Background: an optimization exercise with open tools, aiming at small area and a short achievable clock period. Do not read the settings as production practice. Where RTL was checked, it was by simulation tests only, not by an equivalence proof against the original. No activity file was given, so power comes from the tool's default toggle rates.

==> flow/design.v <==
module ram_pipe (
    input  logic        clk,
    input  logic        rst,
    input  logic        req_valid,
    output logic        req_ready,
    input  logic        req_we,
    input  logic [7:0]  req_addr,
    input  logic [15:0] req_wdata,
    output logic        rsp_valid,
    output logic [15:0] rsp_rdata,
    input  logic        clr_start,
    output logic        busy
);
    logic       busy_q, ready_q;
    logic [7:0] clr_q;
    logic       busy_d;
    logic       accept;
    assign accept = req_valid & ready_q;
    always_comb begin
        if (busy_q) busy_d = (clr_q != 8'hff);
        else        busy_d = clr_start;
    end
    always_ff @(posedge clk) begin
        if (!rst) begin
            busy_q  <= 1'b1;
            ready_q <= 1'b0;
            clr_q   <= '0;
        end else begin
            busy_q  <= busy_d;
            ready_q <= ~busy_d;
            clr_q   <= clr_q + {7'd0, busy_q};
        end
    end
    assign req_ready = ready_q;
    assign busy      = busy_q;
    logic ph_q;
    always_ff @(posedge clk) begin
        if (!rst) ph_q <= 1'b0;
        else      ph_q <= ~ph_q;
    end
    logic [7:0]  wa;
    logic        w_en;
    logic [15:0] wlo_q, whi_q;      
    logic [15:0] wlo_n_q, whi_n_q;  
    logic [15:0] wdx_q;             
    assign wa   = busy_q ? clr_q : req_addr;
    assign w_en = rst & (busy_q | (accept & req_we));
    always_ff @(posedge clk) begin
        for (int i = 0; i < 16; i++) begin
            wlo_q[i]   <= w_en & (wa[3:0] == i[3:0]);
            whi_q[i]   <= (wa[7:4] == i[3:0]);
            wlo_n_q[i] <= ~(w_en & (wa[3:0] == i[3:0]));
            whi_n_q[i] <= ~(wa[7:4] == i[3:0]);
        end
        if (w_en) wdx_q <= (busy_q ? 16'h0000 : req_wdata) ^ {16{~ph_q}};
    end
    logic [15:0]  mem [256];
    logic [255:0] wsel, whold;
    always_comb begin
        for (int w = 0; w < 256; w++) begin
            wsel[w]  = ~(wlo_n_q[w % 16] | whi_n_q[w / 16]);
            whold[w] = ~(wlo_q[w % 16] & whi_q[w / 16]);
        end
    end
    always_ff @(posedge clk) begin
        for (int w = 0; w < 256; w++) begin
            mem[w] <= ~((mem[w] | {16{wsel[w]}}) & (wdx_q | {16{whold[w]}}));
        end
    end
    logic [15:0]   dlo;     
    logic [1:0]    dmid;    
    logic [15:0]   dhi;     
    logic [4095:0] mem_flat;
    logic [127:0]  cand_flat;
    logic [15:0]   cand [8];
    logic          hit;
    always_comb begin
        for (int i = 0; i < 16; i++) begin
            dlo[i] = (req_addr[3:0] == i[3:0]);
            dhi[i] = (req_addr[7:4] == i[3:0]);
        end
        dmid[0] = ~req_addr[4];
        dmid[1] = req_addr[4];
        for (int w = 0; w < 256; w++) mem_flat[w * 16 +: 16] = mem[w];
        for (int j = 0; j < 8; j++) cand[j] = cand_flat[j * 16 +: 16];
        hit = (|(wlo_q & dlo)) & (|(whi_q & dhi));
    end
    ram_pipe_rdsel u_rdsel (
        .mem  (mem_flat),
        .slo  (dlo),
        .smid (dmid),
        .cand (cand_flat)
    );
    logic [15:0] cand_q [8];
    logic [7:0]  csel_q;
    logic        hit_q;
    logic        v1_q, v2_q;
    logic [15:0] dat_q;
    logic [15:0] rd;
    always_ff @(posedge clk) begin
        for (int j = 0; j < 8; j++) begin
            cand_q[j] <= cand[j];
            csel_q[j] <= (req_addr[7:5] == j[2:0]);
        end
        hit_q <= hit;
    end
    always_comb begin
        rd = '0;
        for (int j = 0; j < 8; j++) rd = rd | (cand_q[j] & {16{csel_q[j]}});
        if (hit_q) rd = wdx_q;
        rd = rd ^ {16{~ph_q}};
    end
    always_ff @(posedge clk) begin
        if (!rst) begin
            v1_q  <= 1'b0;
            v2_q  <= 1'b0;
            dat_q <= '0;
        end else begin
            v1_q <= accept & ~req_we;
            v2_q <= v1_q;
            if (v1_q) dat_q <= rd;
        end
    end
    assign rsp_valid = v2_q;
    assign rsp_rdata = dat_q;
endmodule
module ram_pipe_rdsel (
    input  logic [4095:0] mem,
    input  logic [15:0]   slo,
    input  logic [1:0]    smid,
    output logic [127:0]  cand
);
    logic [15:0] grp;
    always_comb begin
        cand = '0;
        for (int j = 0; j < 8; j++) begin
            for (int m = 0; m < 2; m++) begin
                grp = '0;
                for (int l = 0; l < 16; l++) begin
                    grp = grp | (mem[(j * 32 + m * 16 + l) * 16 +: 16] & {16{slo[l]}});
                end
                cand[j * 16 +: 16] = cand[j * 16 +: 16] | (grp & {16{smid[m]}});
            end
        end
    end
endmodule
clock: 4.0 ns
lec_check: 0
abc_clock_period_in_ps: 2000
cap_margin: 20
core_margin: 2
core_utilization: 60
cts_cluster_diameter: 55
cts_cluster_size: 25
setup_slack_margin: 2.2
slew_margin: 30
synth_hierarchical: 1
synth_minimum_keep_size: 0
run.sh (not shown) runs the stock make flow with config.mk's settings and CLKGATE_MAP_FILE= SYNTH_SCRIPT=/design/flow/synth_recipe.tcl, a recipe that flattens the netlist after the stock synthesis.
The first run produced a clean layout.
Change:
--- a/flow/design.v
+++ b/flow/design.v
@@ -67,9 +67,8 @@
             mem[w] <= ~((mem[w] | {16{wsel[w]}}) & (wdx_q | {16{whold[w]}}));
         end
     end
     logic [15:0]   dlo;     
-    logic [1:0]    dmid;    
     logic [15:0]   dhi;     
     logic [4095:0] mem_flat;
     logic [127:0]  cand_flat;
     logic [15:0]   cand [8];
@@ -78,20 +77,24 @@
         for (int i = 0; i < 16; i++) begin
             dlo[i] = (req_addr[3:0] == i[3:0]);
             dhi[i] = (req_addr[7:4] == i[3:0]);
         end
-        dmid[0] = ~req_addr[4];
-        dmid[1] = req_addr[4];
         for (int w = 0; w < 256; w++) mem_flat[w * 16 +: 16] = mem[w];
         for (int j = 0; j < 8; j++) cand[j] = cand_flat[j * 16 +: 16];
         hit = (|(wlo_q & dlo)) & (|(whi_q & dhi));
     end
-    ram_pipe_rdsel u_rdsel (
-        .mem  (mem_flat),
-        .slo  (dlo),
-        .smid (dmid),
-        .cand (cand_flat)
-    );
+    for (genvar j = 0; j < 8; j++) begin : g_rdsel
+        logic [31:0] sel;
+        ram_pipe_rddec u_rddec (
+            .addr (req_addr[4:0]),
+            .sel  (sel)
+        );
+        ram_pipe_rdsel u_rdsel (
+            .mem  (mem_flat[j * 512 +: 512]),
+            .sel  (sel),
+            .cand (cand_flat[j * 16 +: 16])
+        );
+    end
     logic [15:0] cand_q [8];
     logic [7:0]  csel_q;
     logic        hit_q;
     logic        v1_q, v2_q;
@@ -123,24 +126,24 @@
     end
     assign rsp_valid = v2_q;
     assign rsp_rdata = dat_q;
 endmodule
+module ram_pipe_rddec (
+    input  logic [4:0]  addr,
+    output logic [31:0] sel
+);
+    always_comb begin
+        for (int i = 0; i < 32; i++) sel[i] = (addr == i[4:0]);
+    end
+endmodule
 module ram_pipe_rdsel (
-    input  logic [4095:0] mem,
-    input  logic [15:0]   slo,
-    input  logic [1:0]    smid,
-    output logic [127:0]  cand
+    input  logic [511:0] mem,
+    input  logic [31:0]  sel,
+    output logic [15:0]  cand
 );
-    logic [15:0] grp;
     always_comb begin
         cand = '0;
-        for (int j = 0; j < 8; j++) begin
-            for (int m = 0; m < 2; m++) begin
-                grp = '0;
-                for (int l = 0; l < 16; l++) begin
-                    grp = grp | (mem[(j * 32 + m * 16 + l) * 16 +: 16] & {16{slo[l]}});
-                end
-                cand[j * 16 +: 16] = cand[j * 16 +: 16] | (grp & {16{smid[m]}});
-            end
+        for (int i = 0; i < 32; i++) begin
+            cand = cand | (mem[i * 16 +: 16] & {16{sel[i]}});
         end
     end
 endmodule
Effect: The changed run finished clean; count of clock-buffer cells in the layout fell by 21; final cell count is higher by 4.4%; sequential power barely changes; design area shrinks by 2.1%; hold slack degrades by 0.0043 ns.
Only the layout flow was run in the first run of this note; the RTL was not checked for function there.

## afterwards: timing with drivers on the ports
Ports are ideal in the flow. The routed layouts listed here were re-timed in OpenROAD.
Step 1 assumes that a clkbuf_16 drives the clock port and a buf_2 every other input.
Step 2 moves the port delays by t, midway between the first and last clock arrival at a register: inputs arrive t later, outputs are due t later. That takes back most of the time a late clock gives input paths.
a / b / c = ideal ports / drivers / drivers and shift; a / b = the first two.
| run | shift t [ns] | setup WS [ns] | hold WS [ns] | latest minus earliest clock arrival (ns) | worst data-port slew with drivers (ns) |
|---|---|---|---|---|---|
| the first run | 1.058 | 1.777 / 1.678 / 0.665 | 0.389 / 0.345 / 0.436 | 0.079 / 0.079 | 0.28 |
| the second run | 1.076 | 1.616 / 1.455 / 0.379 | 0.385 / 0.347 / 0.437 | 0.058 / 0.058 | 0.42 |
After both steps setup and hold are still met in every run listed. The setup slack of the second run, which loses most, moves by -0.161 ns with the drivers and by -1.237 ns with both steps.
